From an optimization exercise on the open Yosys and OpenROAD flow, aimed at small area and a short achievable clock period; shortcuts taken in it are not production practice. Function was not checked in any run shown here: the RTL went through the layout flow alone.

==> flow/design.v, too long to show whole: its modules and the start of the top module <==
// module mac_pipe_nxn: 2239 lines
// module mac_fa: 10 lines
// module mac_ha: 9 lines
module mac_pipe_nxn #(
    parameter int unsigned DW    = 32,
    parameter int unsigned LAT   = 3,
    parameter int unsigned GUARD = 8
) (
    input  logic                  i_clk,
    input  logic                  i_rstn,
    input  logic                  i_valid,
    output logic                  o_ready,
    input  logic                  i_multa_ns,
    input  logic                  i_multb_ns,
    input  logic [DW-1:0]         i_multa,
    input  logic [DW-1:0]         i_multb,
    input  logic                  i_acc_en,
    input  logic                  i_acc_clr,
    output logic                  o_valid,
    input  logic                  i_ready,
    output logic [2*DW-1:0]       o_product,
    output logic [2*DW+GUARD-1:0] o_acc,
    output logic                  o_acc_ovf
);
  // ...
==> flow/flow/run.sh <==
#!/bin/bash
# Layout flow: the standard flow (standard.sh, every ORFS step from synthesis to
# finish) with two settings changed:
#  - the ports are buffered with sky130_fd_sc_hd__buf_1 cells (buffer_ports -buffer_cell);
#  - the timing repair steps aim for 7.1 ns of setup slack (SETUP_SLACK_MARGIN).
# The constraints (clock period, input and output delays, loads) are the standard flow's, unchanged.
set -euo pipefail
bash standard.sh "BUFFER_PORTS_ARGS=-buffer_cell sky130_fd_sc_hd__buf_1" "SETUP_SLACK_MARGIN=7.1" finish > make_finish.log 2>&1
==> flow/standard.sh <==
#!/bin/bash
# synth_recipe.tcl (not shown) runs the flow's synth.tcl, then flattens the netlist and writes it again
# the make line also repeats each setting of config.mk as NAME=value (left out here)
make -C /OpenROAD-flow-scripts/flow DESIGN_CONFIG=/design/flow/config.mk WORK_HOME=/design/flow/orfs CLKGATE_MAP_FILE= SYNTH_SCRIPT=/design/flow/synth_recipe.tcl "${@:-finish}"
==> flow/config.mk <==
export PLATFORM = sky130hd
export DESIGN_NAME = mac_pipe_nxn
export DESIGN_NICKNAME = mac_pipe_nxn
export VERILOG_FILES = /design/flow/design.v
export SDC_FILE = /design/flow/constraint.sdc
export NUM_CORES = 4
export LEC_CHECK = 0
export ABC_AREA = 1
export CAP_MARGIN = 20
export CORE_MARGIN = 2
export CORE_UTILIZATION = 60
export CTS_BUF_LIST = sky130_fd_sc_hd__clkbuf_4
export SLEW_MARGIN = 20
export SYNTH_HIERARCHICAL = 1
export SYNTH_MINIMUM_KEEP_SIZE = 0
==> flow/constraint.sdc <==
create_clock -name core_clock -period 12.5 [get_ports {i_clk}]
set_input_delay 2.5000 -clock core_clock [delete_from_list [all_inputs] [get_ports {i_clk}]]
set_output_delay 2.5000 -clock core_clock [all_outputs]
set_load 0.01 [all_outputs]
==> metrics.log, run 1 <==
[metrics] outcome: timing/DRC/antenna clean
[metrics] clock tree from TritonCTS: built
[metrics] hold bufs inserted after CTS: 0
[metrics] worst flop-to-flop path endpoint: r2_s[17]
[metrics] Die X-Extent: around 250 um
[metrics] worst slew slack as a fraction of its limit: approximately 31%
[metrics] routed via count: about 29000
[metrics] initial antenna violation count: 2
[metrics] count of inserted antenna diode cells: 5
[metrics] Tcrit/Tclk final: 43.2%
[metrics] Final Skew: 0.0902 ns
[metrics] Placed Cells: 4356
[metrics] FF+latch count: 310
[metrics] timing endpoint of the critical path: r2_s[17]
[metrics] total placed instance area: 37800 sq um
[metrics] length of routed wiring on met1: 45600 um
[metrics] Worst setup EP type: flip-flop
[metrics] Overflow after GRT: 0
[metrics] final hold violation count: 0
[metrics] number of enable flip-flop cells after synthesis: 170
[metrics] iteration-0 DRC count of the detailed router: 3336
[metrics] CP arrival: 5.99 ns
[metrics] worst hold endpoint: r2_clr
[metrics] critical path fanouts, max: 11
[metrics] setup repair after global routing missed its margin: yes
[metrics] via count of the first global-routing pass: 30379
[metrics] xor and xnor area share after synthesis: 15.1%
[metrics] DR DRC count: 0
==> inputs of run 2 (changes only) <==
--- a/flow/config.mk
+++ b/flow/config.mk
@@ -9,7 +9,7 @@
 export CAP_MARGIN = 20
 export CORE_MARGIN = 2
 export CORE_UTILIZATION = 60
-export CTS_BUF_LIST = sky130_fd_sc_hd__clkbuf_4
+export CTS_BUF_LIST = sky130_fd_sc_hd__clkbuf_8
 export SLEW_MARGIN = 20
 export SYNTH_HIERARCHICAL = 1
 export SYNTH_MINIMUM_KEEP_SIZE = 0
==> metrics.log, run 2 <==
[metrics] outcome: timing/DRC/antenna clean (unchanged)
[metrics] startpoint of the worst register-to-register path: r1_one_n[2] (unchanged)
[metrics] CORE AREA: 60500 sq um (unchanged)
[metrics] aggregate global-route resource usage: 38.7% (was 37.5%)
[metrics] critical path fanouts, max: 11 (unchanged)
[metrics] clock-pin slew of the registers on the worst-case setup and hold paths: 0.07 ns (about the same)
[metrics] leading cell types in the layout, fill and taps excluded: xor2_1, o22ai_1, nand2_1 (unchanged)
[metrics] top register by number of flip-flops: o_acc (unchanged)
[metrics] flops & latches, synth: 310 (unchanged)
[metrics] mean instance size in the synthesized netlist: 10.1 sq um (unchanged)
[metrics] Initial Util: 60.7% (unchanged)
[metrics] syn nets: 4437 (unchanged)
[metrics] via count of the first global-routing pass: 30440 (was 30379)
[metrics] Final TNS setup: 0 ns (unchanged)
[metrics] count of inserted antenna diode cells: 0 (was 5)
[metrics] initial antenna violation count: 3 (was 2)
[metrics] number of input and output port buffers inserted: 210 (unchanged)
[metrics] final estimated routing congestion in global placement: 0.922 (unchanged)
[metrics] cell taking the most area after synthesis: fa_1 (unchanged)
[metrics] r2r setup slk: 7.04 ns (was 7.10 ns)
[metrics] Largest regs: o_acc: 72 flops, o_product: 64 flops, r2_s: 64 flops (unchanged)
[metrics] Tcrit/Tclk final: 43.7% (was 43.2%)
[metrics] slew at the pin with the worst max-slew slack: 1.02 ns (was 1.03 ns)
[metrics] routed via count divided by cell count: 6.46 (was 6.41)
[metrics] Post-Route WL: 122000 um (was 119000 um)
[metrics] most numerous cell in the Yosys netlist: xor2_1 (unchanged)
[metrics] HP Class: flip-flop to flip-flop (unchanged)
[metrics] fin. max-slew vios: 0 (unchanged)
[metrics] fraction of the core area covered by cells at the end of the flow: 68.8% (was 67.7%)
[metrics] Yosys cell types: 40 (unchanged)
[metrics] CP arrival: 5.94 ns (was 5.99 ns)
[metrics] count of TritonRoute iterations in the first routing pass: 8 (unchanged)
[metrics] flip-flop count of the largest register after layout: 72 (unchanged)
[metrics] DR DRC count: 0 (unchanged)
[metrics] final hold violation count: 0 (unchanged)
[metrics] root buffer cell: clkbuf_8 (was clkbuf_4)
[metrics] antenna-violating nets left: 0 (unchanged)
[metrics] Final Skew: 0.0756 ns (was 0.0902 ns)
[metrics] Clock Tree Buf Depth: 3 (unchanged)
[metrics] routed via count: 29235 (was 29145)
[metrics] global-route wire length before repair: 184000 um (was 179000 um)
[metrics] clock tree from TritonCTS: built (unchanged)
[metrics] leading post-synthesis cells by instance count: xor2_1, fa_1, o22ai_1 (unchanged)
[metrics] worst hold endpoint: r2_sxen (was r2_clr)
[metrics] number of enable flip-flop cells after synthesis: 170 (unchanged)
[metrics] overall die area: 63200 sq um (unchanged)
[metrics] number of synthesis warnings: 7 (unchanged)
[metrics] Hold Path Origin: r1_sxen (was r1_clr)
[metrics] Placed Cells: 4356 (unchanged)
[metrics] Startpoint Class: flip-flop (unchanged)
[metrics] Top-Level Pins: 211 (unchanged)
[metrics] Worst setup EP type: flip-flop (unchanged)
[metrics] cell count of the worst hold path: 0 (unchanged)
[metrics] worst flop-to-flop path endpoint: r2_s[26] (was r2_s[17])
[metrics] Overflow after GRT: 0 (unchanged)
[metrics] post-layout minimum cycle time: 5.46 ns (was 5.40 ns)
[metrics] most frequent standard cell in the layout excluding fill and tap cells: xor2_1 (unchanged)
[metrics] Crit path required time: 12.98 ns (was 13.09 ns)
[metrics] number of max-cap violations: 0 (unchanged)
[metrics] worst slew slack as a fraction of its limit: 31.8% (was 31.0%)
[metrics] hold bufs inserted after CTS: 0 (unchanged)
[metrics] area share of the largest cell type after synthesis: 30.3% (unchanged)
[metrics] Critical Setup Path Class: flip-flop to flip-flop (unchanged)
[metrics] Gate Count Post-Synth: 3644 (unchanged)
[metrics] Area growth syn-to-layout: 13.3% (was 11.5%)
[metrics] count of final setup violators: 0 (unchanged)
[metrics] setup repair after global routing missed its margin: yes (unchanged)
[metrics] Detail Placement HPWL: 73800 um (unchanged)
[metrics] clock net sink count: 310 (unchanged)
[metrics] fraction of final layout cells with drive strength greater than 1: 15.1% (was 14.8%)
[metrics] Max H-tree Level: 2 (was 3)
[metrics] peak clock frequency supported by timing: 183 MHz (was 185 MHz)
[metrics] later-pin clock latency in the skew report: 0.74 ns (was 0.88 ns)
[metrics] routed len/inst: 27.1 um (was 26.3 um)
[metrics] post-synthesis instance area: 36700 sq um (unchanged)
[metrics] Synth area leaders: fa_1, xor2_1, edfxtp_1, dfrtp_1, o22ai_1 (unchanged)
[metrics] post-route worst hold slack: 0.432 ns (was 0.412 ns)
[metrics] Chip Height: 251 um (unchanged)
[metrics] filler-free cell count of the finished design: 4524 (was 4549)
[metrics] Die X-Extent: 251 um (unchanged)
[metrics] top_reg_cell synth: edfxtp_1 (unchanged)
[metrics] iteration-0 DRC count of the detailed router: 3585 (was 3336)
[metrics] share of synthesized flip-flops with an asynchronous set or reset: 45.2% (unchanged)
[metrics] worst reg2reg path depth: 13 (was 14)
[metrics] portion of the post-synthesis area used by sequential elements: 23.4% (unchanged)
[metrics] Num CTS Buffers: 57 (was 89)
[metrics] number of nets in the finished design: 4486 (was 4492)
[metrics] largest net degree at the start of global routing: 109 (unchanged)
[metrics] number of placement rows: 90 (unchanged)
==> run 2: cells by family after synthesis <==
group                      after synthesis  synth area share (%)
AOI/OAI and AO/OA                      680                  11.2
xor gates and xnor gates               631                  15.1
adders and majority gates              721                  35.9
buffers and inverters                  617                  6.49
DFF                                    310                  23.4
muxes                                   13                 0.399
and+or+nand+nor                        672                  7.47
==> run 2: what timing repair did <==
action	4_1_cts	5_1_grt
cloned	13	1
setup endpoints to repair	37	39
buffers inserted	38	8
pin swaps	77	58
resized for setup	331	117
==> run 2: layout make-up <==
cell class | count | area, sq um
multi-input combinational | 2717 | 26900
timing repair buffer | 362 | 3010
fill | 4588 | 18900
clock inverter | 41 | 229
clock buffer | 67 | 922
tap | 782 | 978
sequential | 310 | 8610
inverter | 245 | 925
==> run 2: through the flow <==
step	worst slack, ns	area, sq um
after floorplan	7.10	36800
after global placement	6.27	37700
after detailed placement	6.48	37800
after CTS	7.07	40900
after global routing	6.95	41600
final	7.04	41600
==> run 2: per-module statistics from Yosys (local to each module, per instance) <==
module / flip-flops and latches / cell area [sq um]
mac_ha: 0 / 12.5
mac_pipe_nxn: 310 / 25600
mac_fa: 0 / 20.0
==> run 2: how the worst max path moves through the flow <==
stage	startpoint	end	slack, ns	cells past startpoint
floorplan	r1_one_n[0]	r2_s[39]	7.10	14
global placement	r1_one_n[12]	r2_s[39]	6.27	12
detailed placement	i_ready	o_ready	6.48	4
CTS	r1_two_n[3]	r2_s[41]	7.07	13
global route	r1_two_n[3]	r2_s[26]	6.95	13
finish	r1_one_n[2]	r2_s[26]	7.04	13
==> run 2: critical path, cell delays in order, from the launching register on <==
cell       delay, ns
edfxtp_1        0.46
buf_4           0.19
bufbuf_16       0.29
o22ai_2         0.19
xor2_1          0.26
fa_2            0.49
fa_2            0.36
fa_1            0.45
fa_2            0.60
fa_1            0.43
ha_1            0.32
fa_2            0.38
fa_2            0.35
fa_1            0.42
==> run 2: routing by layer <==
metal  track usage [%]  share of wire, %  up-vias
met5                 0             0.017        -
met3              12.4                13      474
met4              17.8               4.9        2
met1              50.2                37    14443
li1                  -                 -    12144
met2              59.7                45     2172
==> inputs of run 3 (changes only) <==
--- a/flow/config.mk
+++ b/flow/config.mk
@@ -9,7 +9,7 @@
 export CAP_MARGIN = 20
 export CORE_MARGIN = 2
 export CORE_UTILIZATION = 60
-export CTS_BUF_LIST = sky130_fd_sc_hd__clkbuf_8
+export CTS_BUF_LIST = sky130_fd_sc_hd__clkbuf_2
 export SLEW_MARGIN = 20
 export SYNTH_HIERARCHICAL = 1
 export SYNTH_MINIMUM_KEEP_SIZE = 0
==> metrics.log, run 3 <==
[metrics] top_reg_cell synth: edfxtp_1 (unchanged)
[metrics] slew at the pin with the worst max-slew slack: 1.01 ns (was 1.02 ns)
[metrics] Crit path required time: 13.33 ns (was 12.98 ns)
[metrics] critical path fanouts, max: 8 (was 11)
[metrics] mean instance size in the synthesized netlist: 10.1 sq um (unchanged)
[metrics] number of max-cap violations: 0 (unchanged)
[metrics] routed len/inst: 26.6 um (was 27.1 um)
[metrics] cell area after layout: 41100 sq um (was 41600 sq um)
[metrics] final hold violation count: 0 (unchanged)
[metrics] worst setup path start: r1_a_n[19] (was r1_one_n[2])
[metrics] Sequential cell area: 8610 sq um (unchanged)
[metrics] Detail Placement HPWL: 73800 um (unchanged)
[metrics] global-route wire length before repair: 182000 um (was 184000 um)
[metrics] fin. max-slew vios: 0 (unchanged)
[metrics] Chip Height: 251 um (unchanged)
[metrics] Final Skew: 0.203 ns (was 0.0756 ns)
[metrics] Top-Level Pins: 211 (unchanged)
[metrics] root buffer cell: clkbuf_2 (was clkbuf_8)
[metrics] Clock Tree Buf Depth: 3 (unchanged)
[metrics] leading post-synthesis cells by instance count: xor2_1, fa_1, o22ai_1 (unchanged)
[metrics] layout filler cell count: 4665 (was 4588)
[metrics] iteration-0 DRC count of the detailed router: 3432 (was 3585)
[metrics] Post-Route WL: 121000 um (was 122000 um)
[metrics] outcome: timing/DRC/antenna clean (unchanged)
[metrics] Die X-Extent: 251 um (unchanged)
[metrics] Gate Count Post-Synth: 3644 (unchanged)
[metrics] aggregate global-route resource usage: 38.4% (was 38.7%)
[metrics] routed via count: 29193 (was 29235)
[metrics] later-pin clock latency in the skew report: 1.19 ns (was 0.74 ns)
[metrics] clock tree from TritonCTS: built (unchanged)
[metrics] master of the slowest instance on the critical path: fa_2 (unchanged)
[metrics] number of nets in the finished design: 4509 (was 4486)
[metrics] portion of the post-synthesis area used by sequential elements: 23.4% (unchanged)
[metrics] Yosys cell types: 40 (unchanged)
[metrics] cell count of the worst hold path: 0 (unchanged)
[metrics] area share of the largest cell type after synthesis: 30.3% (unchanged)
[metrics] Area growth syn-to-layout: 11.8% (was 13.3%)
[metrics] area used by multi-input combinational logic: 26900 sq um (about the same)
[metrics] Hold Path Origin: r1_clr (was r1_sxen)
[metrics] top register by number of flip-flops: o_acc (unchanged)
[metrics] Final TNS setup: 0 ns (unchanged)
[metrics] routed via count divided by cell count: 6.40 (was 6.46)
[metrics] clock-pin slew of the registers on the worst-case setup and hold paths: 0.10 ns (was 0.07 ns)
[metrics] most frequent standard cell in the layout excluding fill and tap cells: xor2_1 (unchanged)
[metrics] fraction of final layout cells with drive strength greater than 1: 15.9% (was 15.1%)
[metrics] cell taking the most area after synthesis: fa_1 (unchanged)
[metrics] post-layout minimum cycle time: 5.45 ns (was 5.46 ns)
[metrics] HP Class: flip-flop to flip-flop (unchanged)
[metrics] total placed instance area: 37800 sq um (unchanged)
[metrics] post-synthesis instance area: 36700 sq um (unchanged)
[metrics] peak clock frequency supported by timing: 184 MHz (was 183 MHz)
[metrics] Startpoint Class: flip-flop (unchanged)
[metrics] flip-flop count of the largest register after layout: 72 (unchanged)
[metrics] Max H-tree Level: 3 (was 2)
[metrics] number of placement rows: 90 (unchanged)
[metrics] Synth area leaders: fa_1, xor2_1, edfxtp_1, dfrtp_1, o22ai_1 (unchanged)
[metrics] final estimated routing congestion in global placement: 0.922 (unchanged)
[metrics] Worst setup EP type: flip-flop (unchanged)
[metrics] count of final setup violators: 0 (unchanged)
[metrics] flops & latches, synth: 310 (unchanged)
[metrics] most numerous cell in the Yosys netlist: xor2_1 (unchanged)
[metrics] Num CTS Buffers: 86 (was 57)
[metrics] CORE AREA: 60500 sq um (unchanged)
[metrics] number of enable flip-flop cells after synthesis: 170 (unchanged)
[metrics] cell repeated most along the worst path: fa_2 (unchanged)
[metrics] delay of the slowest cell on the worst path: 0.59 ns (was 0.60 ns)
[metrics] clock net sink count: 310 (unchanged)
[metrics] initial antenna violation count: 4 (was 3)
[metrics] DR DRC count: 0 (unchanged)
[metrics] Critical Setup Path Class: flip-flop to flip-flop (unchanged)
[metrics] setup repair after global routing missed its margin: yes (unchanged)
[metrics] Placed Cells: 4356 (unchanged)
[metrics] antenna-violating nets left: 0 (unchanged)
[metrics] leading cell types in the layout, fill and taps excluded: xor2_1, o22ai_1, nand2_1 (unchanged)
[metrics] startpoint of the worst register-to-register path: r1_a_n[19] (was r1_one_n[2])
[metrics] via count of the first global-routing pass: 30510 (was 30440)
[metrics] Largest regs: o_acc: 72 flops, o_product: 64 flops, r2_s: 64 flops (unchanged)
[metrics] Tcrit/Tclk final: 43.6% (was 43.7%)
[metrics] worst reg2reg path depth: 15 (was 13)
[metrics] number of synthesis warnings: 7 (unchanged)
[metrics] share of synthesized flip-flops with an asynchronous set or reset: 45.2% (unchanged)
[metrics] worst slew slack as a fraction of its limit: 32.5% (was 31.8%)
[metrics] filler-free cell count of the finished design: 4562 (was 4524)
[metrics] number of input and output port buffers inserted: 210 (unchanged)
[metrics] count of TritonRoute iterations in the first routing pass: 6 (was 8)
[metrics] CP arrival: 6.27 ns (was 5.94 ns)
[metrics] CP cell instances: buf_6 -> buf_12 -> buf_12 -> o22ai_1 -> xor2_1 -> fa_1 -> fa_1 -> fa_2 -> fa_2 -> fa_2 -> ha_2 -> ha_1 -> fa_2 -> fa_2 -> fa_1 (was buf_4 -> bufbuf_16 -> o22ai_2 -> xor2_1 -> fa_2 -> fa_2 -> fa_1 -> fa_2 -> fa_1 -> ha_1 -> fa_2 -> fa_2 -> fa_1)
[metrics] overall die area: 63200 sq um (unchanged)
[metrics] Initial Util: 60.7% (unchanged)
[metrics] Overflow after GRT: 0 (unchanged)
[metrics] largest net degree at the start of global routing: 109 (unchanged)
[metrics] syn nets: 4437 (unchanged)
-- run 3: cell count changes in the layout (fill, tap and decap cells not counted), sizes merged --
cell	before	now
buf	351	346
bufbuf	9	4
bufinv	1	2
clkbuf	69	138
clkinv	24	16
diode	0	2
inv	260	244
-- run 3: per-stage QoR --
step	hold slack, ns	setup WS (ns)	utilization, %
finish	0.407	7.05	67.9
global route	0.433	6.96	67.9
CTS	0.428	7.06	66.2
detailed placement	0.414	6.48	62.5
global placement	0.408	6.27	62.4
floorplan	0.400	7.10	-
-- run 3: critical path, delay by kind of cell, from the launching register on --
family	cells	cell delay [ns]
xor gates and xnor gates	1	0.12
adders and majority gates	10	3.95
DFF	1	0.39
AOI/OAI and AO/OA	1	0.15
buffers and inverters	3	0.49
-- run 3: worst paths after layout --
path,end,slack [ns]
max in group asynchronous,o_product[61],9.62
min in group asynchronous,o_acc[7],1.51
worst max register to register,r2_s[30],7.05
worst max-delay path,r2_s[30],7.05
worst min-delay path,r2_clr,0.41
worst min register to register,r2_clr,0.41
-- run 3: per-module statistics from Yosys (local to each module, per instance) --
module        copies in the design  cell area, sq um
mac_ha                          55              12.5
mac_pipe_nxn                     1             25600
mac_fa                         519              20.0
-- run 3: per-layer routing --
metal	up-vias	GRT usage [%]	routed length, um
li1	12233	-	-
met1	14512	49.2	46000
met2	2009	59.4	54700
met3	437	12.5	14700
met4	2	18.3	6110
met5	-	0	15
-- run 3: repair_timing --
| action | 4_1_cts | 5_1_grt |
|---|---|---|
| endpoints found under the hold margin | 0 | 0 |
| setup buffers | 29 | 13 |
| gates cloned | 11 | 1 |
| hold buffers | 0 | 0 |
| pin swaps | 53 | 70 |
| resized for setup | 239 | 200 |
| endpoints found under the setup margin | 38 | 40 |
-- run 3: cell families (layout without fill, tap and decap cells) --
group | Yosys count | in the layout | synth area share (%)
compound gates | 680 | 680 | 11.2
xor+xnor | 631 | 631 | 15.1
fa+ha+maj | 721 | 721 | 35.9
buf+inv | 617 | 751 | 6.49
flops | 310 | 310 | 23.4
mux | 13 | 13 | 0.399
other cells | 0 | 2 | 0
simple gates | 672 | 672 | 7.47
-- run 3: cell type report --
type                            instances  area share [%]
Multi-Input combinational cell       2717            65.6
Sequential cell                       310            21.0
Timing Repair Buffer                  356            6.89
Tap cell                              782            2.38
Inverter                              245            2.25
Clock buffer                          132            1.61
Clock inverter                         18           0.320
Antenna cell                            2          0.0122
==> inputs of run 4 (changes only) <==
--- a/flow/config.mk
+++ b/flow/config.mk
@@ -9,7 +9,8 @@
 export CAP_MARGIN = 20
 export CORE_MARGIN = 2
 export CORE_UTILIZATION = 60
-export CTS_BUF_LIST = sky130_fd_sc_hd__clkbuf_2
+export CTS_BUF_LIST = sky130_fd_sc_hd__clkbuf_4
+export CTS_CLUSTER_SIZE = 16
 export SLEW_MARGIN = 20
 export SYNTH_HIERARCHICAL = 1
 export SYNTH_MINIMUM_KEEP_SIZE = 0
==> metrics.log, run 4 <==
[metrics] outcome: timing/DRC/antenna clean (unchanged)
[metrics] clock-pin slew of the registers on the worst-case setup and hold paths: 0.07 ns (was 0.10 ns)
[metrics] CP arrival: 5.99 ns (was 6.27 ns)
[metrics] number of input and output port buffers inserted: 210 (unchanged)
[metrics] Detail Placement HPWL: 73800 um (unchanged)
[metrics] critical path fanouts, max: 11 (was 8)
[metrics] number of enable flip-flop cells after synthesis: 170 (unchanged)
[metrics] flip-flop count of the largest register after layout: 72 (unchanged)
[metrics] top_reg_cell synth: edfxtp_1 (unchanged)
[metrics] post-route worst hold slack: 0.412 ns (was 0.407 ns)
[metrics] overall die area: 63200 sq um (unchanged)
[metrics] DR DRC count: 0 (unchanged)
[metrics] root buffer cell: clkbuf_4 (was clkbuf_2)
[metrics] Crit path required time: 13.09 ns (was 13.33 ns)
[metrics] fraction of final layout cells with drive strength greater than 1: 14.8% (was 15.9%)
[metrics] top register by number of flip-flops: o_acc (unchanged)
[metrics] cell taking the most area after synthesis: fa_1 (unchanged)
[metrics] flops & latches, synth: 310 (unchanged)
[metrics] portion of the post-synthesis area used by sequential elements: 23.4% (unchanged)
[metrics] cell repeated most along the worst path: fa_2 (unchanged)
[metrics] slew at the pin with the worst max-slew slack: 1.03 ns (was 1.01 ns)
[metrics] Largest regs: o_acc: 72 flops, o_product: 64 flops, r2_s: 64 flops (unchanged)
[metrics] Final TNS setup: 0 ns (unchanged)
[metrics] worst slew slack as a fraction of its limit: 31.0% (was 32.5%)
[metrics] number of nets in the finished design: 4492 (was 4509)
[metrics] syn nets: 4437 (unchanged)
[metrics] area share of the largest cell type after synthesis: 30.3% (unchanged)
[metrics] routed via count divided by cell count: 6.41 (was 6.40)
[metrics] largest net degree at the start of global routing: 109 (unchanged)
[metrics] Worst setup EP type: flip-flop (unchanged)
[metrics] Initial Util: 60.7% (unchanged)
[metrics] via count of the first global-routing pass: 30379 (was 30510)
[metrics] leading cell types in the layout, fill and taps excluded: xor2_1, o22ai_1, nand2_1 (unchanged)
[metrics] clock net sink count: 310 (unchanged)
[metrics] Area growth syn-to-layout: 11.5% (was 11.8%)
[metrics] Post-Route WL: 119000 um (was 121000 um)
[metrics] most frequent standard cell in the layout excluding fill and tap cells: xor2_1 (unchanged)
[metrics] final hold violation count: 0 (unchanged)
[metrics] Max H-tree Level: 3 (unchanged)
[metrics] Startpoint Class: flip-flop (unchanged)
[metrics] aggregate global-route resource usage: 37.5% (was 38.4%)
[metrics] Synth area leaders: fa_1, xor2_1, edfxtp_1, dfrtp_1, o22ai_1 (unchanged)
[metrics] setup repair after global routing missed its margin: yes (unchanged)
[metrics] leading post-synthesis cells by instance count: xor2_1, fa_1, o22ai_1 (unchanged)
[metrics] initial antenna violation count: 2 (was 4)
[metrics] Tcrit/Tclk final: 43.2% (was 43.6%)
[metrics] Overflow after GRT: 0 (unchanged)
[metrics] Top-Level Pins: 211 (unchanged)
[metrics] later-pin clock latency in the skew report: 0.88 ns (was 1.19 ns)
[metrics] final estimated routing congestion in global placement: 0.922 (unchanged)
[metrics] Num CTS Buffers: 89 (was 86)
[metrics] peak clock frequency supported by timing: 185 MHz (was 184 MHz)
[metrics] CP cell instances: buf_4 -> bufbuf_16 -> o22ai_2 -> xor2_2 -> fa_2 -> fa_2 -> fa_1 -> ha_1 -> ha_1 -> fa_1 -> fa_2 -> fa_2 -> fa_2 -> fa_2 (was buf_6 -> buf_12 -> buf_12 -> o22ai_1 -> xor2_1 -> fa_1 -> fa_1 -> fa_2 -> fa_2 -> fa_2 -> ha_2 -> ha_1 -> fa_2 -> fa_2 -> fa_1)
[metrics] global-route wire length before repair: 179000 um (was 182000 um)
[metrics] routed len/inst: 26.3 um (was 26.6 um)
[metrics] mean instance size in the synthesized netlist: 10.1 sq um (unchanged)
[metrics] post-synthesis instance area: 36700 sq um (unchanged)
[metrics] CORE AREA: 60500 sq um (unchanged)
[metrics] delay of the slowest cell on the worst path: 0.48 ns (was 0.59 ns)
[metrics] area used by multi-input combinational logic: 26700 sq um (was 26900 sq um)
[metrics] count of final setup violators: 0 (unchanged)
[metrics] number of synthesis warnings: 7 (unchanged)
[metrics] Sequential cell area: 8610 sq um (unchanged)
[metrics] fin. max-slew vios: 0 (unchanged)
[metrics] count of TritonRoute iterations in the first routing pass: 8 (was 6)
[metrics] post-layout minimum cycle time: 5.40 ns (was 5.45 ns)
[metrics] routed via count: 29145 (was 29193)
[metrics] antenna-violating nets left: 0 (unchanged)
[metrics] Die X-Extent: 251 um (unchanged)
[metrics] number of max-cap violations: 0 (unchanged)
[metrics] number of placement rows: 90 (unchanged)
[metrics] Chip Height: 251 um (unchanged)
[metrics] HP Class: flip-flop to flip-flop (unchanged)
[metrics] iteration-0 DRC count of the detailed router: 3336 (was 3432)
[metrics] most numerous cell in the Yosys netlist: xor2_1 (unchanged)
[metrics] Final Skew: 0.0902 ns (was 0.203 ns)
[metrics] layout filler cell count: 4696 (was 4665)
[metrics] Critical Setup Path Class: flip-flop to flip-flop (unchanged)
[metrics] master of the slowest instance on the critical path: edfxtp_1 (was fa_2)
[metrics] Clock Tree Buf Depth: 3 (unchanged)
[metrics] Yosys cell types: 40 (unchanged)
[metrics] clock tree from TritonCTS: built (unchanged)
[metrics] share of synthesized flip-flops with an asynchronous set or reset: 45.2% (unchanged)
[metrics] Gate Count Post-Synth: 3644 (unchanged)
run 4: cell counts after synthesis:
Identical to the previous run, type by type.
run 4: logic make-up (layout without fill, tap and decap cells):
kind of cell	count (synthesis)	count (layout)	synth area share [%]
buf+inv	617	735	6.49
fa+ha+maj	721	721	35.9
flops	310	310	23.4
xor+xnor	631	631	15.1
other cells	0	5	0
mux	13	13	0.399
compound gates	680	680	11.2
simple gates	672	672	7.47
run 4: metal layers:
layer  track usage [%]  part of all wire, %
met5                 0                    0
met4              15.9                  4.7
met3              11.8                   12
met2              58.7                   45
met1              48.6                   38
run 4: worst paths after layout:
path                              from  slack (ns)            end  cells after the start
setup / recovery           r1_one_n[2]        7.10       r2_s[17]                     14
hold / removal                  r1_clr        0.41         r2_clr                      0
setup reg to reg           r1_one_n[2]        7.10       r2_s[17]                     14
hold reg to reg                 r1_clr        0.41         r2_clr                      0
max in group asynchronous       i_rstn        9.42  o_product[52]                      2
min in group asynchronous       i_rstn        1.76       o_acc[7]                      1
run 4: cell type report:
type / instances / share of cell area, %
multi-input combinational: 2717 / 65.2
sequential: 310 / 21.0
timing repair buffer: 336 / 6.41
tap: 782 / 2.39
clock buffer: 128 / 2.35
inverter: 245 / 2.26
clock inverter: 26 / 0.296
antenna: 5 / 0.0306
run 4: repair_timing:
| action | CTS | global route |
|---|---|---|
| buffers inserted | 14 | 12 |
| pin swaps | 32 | 60 |
| endpoints found under the setup margin | 35 | 37 |
| hold buffers | 0 | 0 |
| cloned | 4 | 4 |
| gates resized for setup | 242 | 171 |
run 4: critical path: cells and delay by family, from the launching register on:
kind,cells,cell delay (ns)
AOI/OAI and AO/OA,1,0.21
buffers and inverters,2,0.48
adders and majority gates,10,3.73
DFF,1,0.48
xor gates and xnor gates,1,0.19
run 4: through the flow:
step / cell area (sq um) / util [%] / std cells / setup slack [ns]
floorplan: 36800 / - / 3644 / 7.10
global placement: 37700 / 62.4 / 4352 / 6.27
detailed placement: 37800 / 62.5 / 4356 / 6.48
CTS: 40000 / 66.2 / 4528 / 7.07
global route: 40900 / 67.7 / 4548 / 7.00
finish: 40900 / 67.7 / 4549 / 7.10
run 4: Yosys stat by module, one instance, submodules excluded:
module        cells  cell area (sq um)  flip-flops and latches
mac_fa            1               20.0                       0
mac_pipe_nxn   3070              25600                     310
mac_ha            1               12.5                       0
==> inputs of run 5 (changes only) <==
==> flow/flow/run.sh (replaced) <==
#!/bin/bash
# Layout flow: the standard flow (standard.sh runs every ORFS step from synthesis to
# finish) with these settings changed:
#  - the ports are buffered with sky130_fd_sc_hd__buf_1 cells (buffer_ports -buffer_cell);
#  - the timing repair steps aim for 7.1 ns of setup slack (SETUP_SLACK_MARGIN);
#  - clock tree synthesis: -sink_clustering_enable -repair_clock_nets -buf_list sky130_fd_sc_hd__clkbuf_4 -dont_use_dummy_load
# The constraints (clock period, input and output delays, loads) are the standard flow's, unchanged.
# make's output goes to make_finish.log; each ORFS step logs to orfs/logs/.
set -euo pipefail
bash standard.sh "BUFFER_PORTS_ARGS=-buffer_cell sky130_fd_sc_hd__buf_1" "SETUP_SLACK_MARGIN=7.1" \
  "CTS_ARGS=-sink_clustering_enable -repair_clock_nets -buf_list sky130_fd_sc_hd__clkbuf_4 -dont_use_dummy_load" finish > make_finish.log 2>&1
--- a/flow/config.mk
+++ b/flow/config.mk
@@ -9,8 +9,6 @@
 export CAP_MARGIN = 20
 export CORE_MARGIN = 2
 export CORE_UTILIZATION = 60
-export CTS_BUF_LIST = sky130_fd_sc_hd__clkbuf_4
-export CTS_CLUSTER_SIZE = 16
 export SLEW_MARGIN = 20
 export SYNTH_HIERARCHICAL = 1
 export SYNTH_MINIMUM_KEEP_SIZE = 0
==> metrics.log, run 5 <==
[metrics] Crit path required time: 13.04 ns (was 13.09 ns)
[metrics] final estimated routing congestion in global placement: 0.922 (unchanged)
[metrics] fraction of final layout cells with drive strength greater than 1: 13.4% (was 14.8%)
[metrics] Sequential cell area: 8610 sq um (unchanged)
[metrics] leading cell types in the layout, fill and taps excluded: xor2_1, o22ai_1, fa_1 (was xor2_1, o22ai_1, nand2_1)
[metrics] cell taking the most area after synthesis: fa_1 (unchanged)
[metrics] largest net degree at the start of global routing: 109 (unchanged)
[metrics] fin. max-slew vios: 0 (unchanged)
[metrics] most numerous cell in the Yosys netlist: xor2_1 (unchanged)
[metrics] outcome: timing/DRC/antenna clean (unchanged)
[metrics] Tcrit/Tclk final: 43.5% (was 43.2%)
[metrics] count of TritonRoute iterations in the first routing pass: 7 (was 8)
[metrics] leading post-synthesis cells by instance count: xor2_1, fa_1, o22ai_1 (unchanged)
[metrics] Post-Route WL: 121000 um (was 119000 um)
[metrics] number of enable flip-flop cells after synthesis: 170 (unchanged)
[metrics] worst reg2reg path depth: 14 (unchanged)
[metrics] post-route worst hold slack: 0.410 ns (was 0.412 ns)
[metrics] delay of the slowest cell on the worst path: 0.51 ns (was 0.48 ns)
[metrics] Final TNS setup: 0 ns (unchanged)
[metrics] Gate Count Post-Synth: 3644 (unchanged)
[metrics] cell repeated most along the worst path: fa_1 (was fa_2)
[metrics] iteration-0 DRC count of the detailed router: 3411 (was 3336)
[metrics] routed len/inst: 26.9 um (was 26.3 um)
[metrics] syn nets: 4437 (unchanged)
[metrics] top_reg_cell synth: edfxtp_1 (unchanged)
[metrics] number of input and output port buffers inserted: 210 (unchanged)
[metrics] global-route wire length before repair: 177000 um (was 179000 um)
[metrics] share of synthesized flip-flops with an asynchronous set or reset: 45.2% (unchanged)
[metrics] area share of the largest cell type after synthesis: 30.3% (unchanged)
[metrics] setup repair after global routing missed its margin: yes (unchanged)
[metrics] worst flop-to-flop path endpoint: r2_s[43] (was r2_s[17])
[metrics] layout filler cell count: 4719 (was 4696)
[metrics] Startpoint Class: flip-flop (unchanged)
[metrics] clock net sink count: 310 (unchanged)
[metrics] hold bufs inserted after CTS: 0 (unchanged)
[metrics] peak clock frequency supported by timing: 184 MHz (was 185 MHz)
[metrics] Overflow after GRT: 0 (unchanged)
[metrics] number of nets in the finished design: 4504 (was 4492)
[metrics] most frequent standard cell in the layout excluding fill and tap cells: xor2_1 (unchanged)
[metrics] HP Class: flip-flop to flip-flop (unchanged)
[metrics] r2r setup slk: 7.06 ns (was 7.10 ns)
[metrics] master of the slowest instance on the critical path: fa_1 (was edfxtp_1)
[metrics] Chip Height: 251 um (unchanged)
[metrics] CORE AREA: 60500 sq um (unchanged)
[metrics] via count of the first global-routing pass: 30171 (was 30379)
[metrics] Max H-tree Level: 3 (unchanged)
[metrics] post-layout minimum cycle time: 5.44 ns (was 5.40 ns)
[metrics] area used by multi-input combinational logic: 26600 sq um (was 26700 sq um)
[metrics] Largest regs: o_acc: 72 flops, o_product: 64 flops, r2_s: 64 flops (unchanged)
[metrics] Placed Cells: 4356 (unchanged)
[metrics] later-pin clock latency in the skew report: 0.84 ns (was 0.88 ns)
[metrics] Synth area leaders: fa_1, xor2_1, edfxtp_1, dfrtp_1, o22ai_1 (unchanged)
[metrics] number of max-cap violations: 0 (unchanged)
[metrics] DR DRC count: 0 (unchanged)
[metrics] overall die area: 63200 sq um (unchanged)
[metrics] root buffer cell: clkbuf_4 (unchanged)
[metrics] Die X-Extent: 251 um (unchanged)
[metrics] startpoint of the worst register-to-register path: r1_a_n[26] (was r1_one_n[2])
[metrics] flops & latches, synth: 310 (unchanged)
[metrics] flip-flop count of the largest register after layout: 72 (unchanged)
[metrics] mean instance size in the synthesized netlist: 10.1 sq um (unchanged)
[metrics] timing endpoint of the critical path: r2_s[43] (was r2_s[17])
[metrics] worst setup path start: r1_a_n[26] (was r1_one_n[2])
[metrics] Worst setup EP type: flip-flop (unchanged)
[metrics] Num CTS Buffers: 89 (unchanged)
[metrics] initial antenna violation count: 4 (was 2)
[metrics] number of synthesis warnings: 7 (unchanged)
[metrics] number of placement rows: 90 (unchanged)
[metrics] slew at the pin with the worst max-slew slack: 1.01 ns (was 1.03 ns)
[metrics] final hold violation count: 0 (unchanged)
[metrics] antenna-violating nets left: 0 (unchanged)
[metrics] filler-free cell count of the finished design: 4494 (was 4549)
[metrics] Yosys cell types: 40 (unchanged)
[metrics] Critical Setup Path Class: flip-flop to flip-flop (unchanged)
[metrics] post-synthesis instance area: 36700 sq um (unchanged)
[metrics] CP arrival: 5.97 ns (was 5.99 ns)
[metrics] Final Skew: 0.111 ns (was 0.0902 ns)
[metrics] clock tree from TritonCTS: built (unchanged)
[metrics] CP cell instances: buf_6 -> buf_4 -> clkbuf_16 -> o22ai_1 -> xor2_1 -> fa_1 -> fa_1 -> fa_1 -> fa_1 -> fa_1 -> fa_2 -> fa_2 -> ha_4 -> fa_1 (was buf_4 -> bufbuf_16 -> o22ai_2 -> xor2_2 -> fa_2 -> fa_2 -> fa_1 -> ha_1 -> ha_1 -> fa_1 -> fa_2 -> fa_2 -> fa_2 -> fa_2)
[metrics] Clock Tree Buf Depth: 3 (unchanged)
[metrics] critical path fanouts, max: 16 (was 11)
[metrics] top register by number of flip-flops: o_acc (unchanged)
[metrics] clock-pin slew of the registers on the worst-case setup and hold paths: 0.06 ns (was 0.07 ns)
[metrics] Top-Level Pins: 211 (unchanged)
[metrics] routed via count: 29294 (was 29145)
[metrics] Initial Util: 60.7% (unchanged)
[metrics] worst slew slack as a fraction of its limit: 32.8% (was 31.0%)
[metrics] portion of the post-synthesis area used by sequential elements: 23.4% (unchanged)
[metrics] Detail Placement HPWL: 73800 um (unchanged)
[metrics] count of final setup violators: 0 (unchanged)
[metrics] routed via count divided by cell count: 6.52 (was 6.41)
[metrics] Area growth syn-to-layout: 10.6% (was 11.5%)
[metrics] aggregate global-route resource usage: 37.2% (was 37.5%)
[run 5: cell counts after synthesis]
Identical to the previous run, type by type.
[run 5: layout make-up]
class,count,share of cell area [%]
Timing Repair Buffer,348,6.90
Multi-Input combinational cell,2717,65.5
Sequential cell,310,21.2
Inverter,245,2.28
Antenna cell,3,0.0185
Tap cell,782,2.41
Clock buffer,89,1.65
[run 5: what timing repair did]
item,CTS,global route
resized for setup,210,190
pin swaps,28,65
setup endpoints to repair,31,36
gates cloned,3,11
setup buffers,7,25
[run 5: through the flow]
step | util (%) | setup slack (ns) | instance area (sq um)
finish | 67.2 | 7.06 | 40600
global route | 67.2 | 6.96 | 40600
CTS | 65.1 | 7.06 | 39400
detailed placement | 62.5 | 6.48 | 37800
global placement | 62.4 | 6.27 | 37700
floorplan | - | 7.10 | 36800
[run 5: worst min-delay path by stage]
stage                       from  endpoint  slack (ns)  cells after the start
after floorplan           r1_clr    r2_clr        0.40                      0
after global placement    r1_clr    r2_clr        0.41                      0
after detailed placement  r1_clr    r2_clr        0.41                      0
after CTS                 r1_clr    r2_clr        0.38                      0
after global routing      r1_clr    r2_clr        0.41                      0
final                     r1_clr    r2_clr        0.41                      0
[run 5: cell families (layout without fill, tap and decap cells)]
logic type / count (synthesis) / after routing / synth area share, %
XOR/XNOR: 631 / 631 / 15.1
AO/OA/AOI/OAI: 680 / 680 / 11.2
AND/OR/NAND/NOR: 672 / 672 / 7.47
multiplexers: 13 / 13 / 0.399
flip-flops: 310 / 310 / 23.4
buffers and inverters: 617 / 682 / 6.49
adder cells (fa/ha/maj): 721 / 721 / 35.9
other: 0 / 3 / 0
[run 5: modules after synthesis, one instance, submodules excluded]
module        area, sq um  times used  cells  flip-flops and latches
mac_fa               20.0         519      1                       0
mac_ha               12.5          55      1                       0
mac_pipe_nxn        25600           1   3070                     310
[run 5: layer usage]
layer / routed length [um] / GRT usage, % / share of wire [%]
met1: 45100 / 47.9 / 37
met2: 54200 / 58.1 / 45
met3: 15800 / 12.1 / 13
met4: 5660 / 15.7 / 4.7
met5: 0 / 0 / 0
[run 5: critical path: cells and delay by family, from the launching register on]
kind	cells	cell delay, ns
AO/OA/AOI/OAI	1	0.16
XOR/XNOR	1	0.21
adder cells (fa/ha/maj)	9	3.89
buffers and inverters	3	0.51
flip-flops	1	0.38

separate check: timing with driven ports:
How much do the figures lean on ideal ports? The routed layouts below were timed once more, with nothing changed but the port constraints. Step 1 (the two cells are an assumption about what drives the block):
set clk [get_ports {i_clk}]
set_driving_cell -lib_cell sky130_fd_sc_hd__clkbuf_16 $clk
set_driving_cell -lib_cell sky130_fd_sc_hd__buf_2 [delete_from_list [all_inputs] $clk]
Step 2 moves the port delays by t, midway between the first and last clock arrival at a register: inputs arrive t later, outputs are due t later. That takes back most of the time a late clock gives input paths. Slacks: no drivers / after step 1 / after step 2; pairs: no drivers / after step 1.
run	t, ns	slack for setup (ns)	worst register clock-pin slew, ns
run 1	0.900	7.104 / 7.079 / 7.079	0.07 / 0.07
run 2	0.763	7.043 / 7.043 / 7.043	0.07 / 0.07
run 3	1.151	7.052 / 7.052 / 7.052	0.12 / 0.12
run 4	0.900	7.104 / 7.079 / 7.079	0.07 / 0.07
run 5	0.849	7.063 / 7.063 / 7.063	0.07 / 0.07
After both steps setup and hold are still met in every run listed.
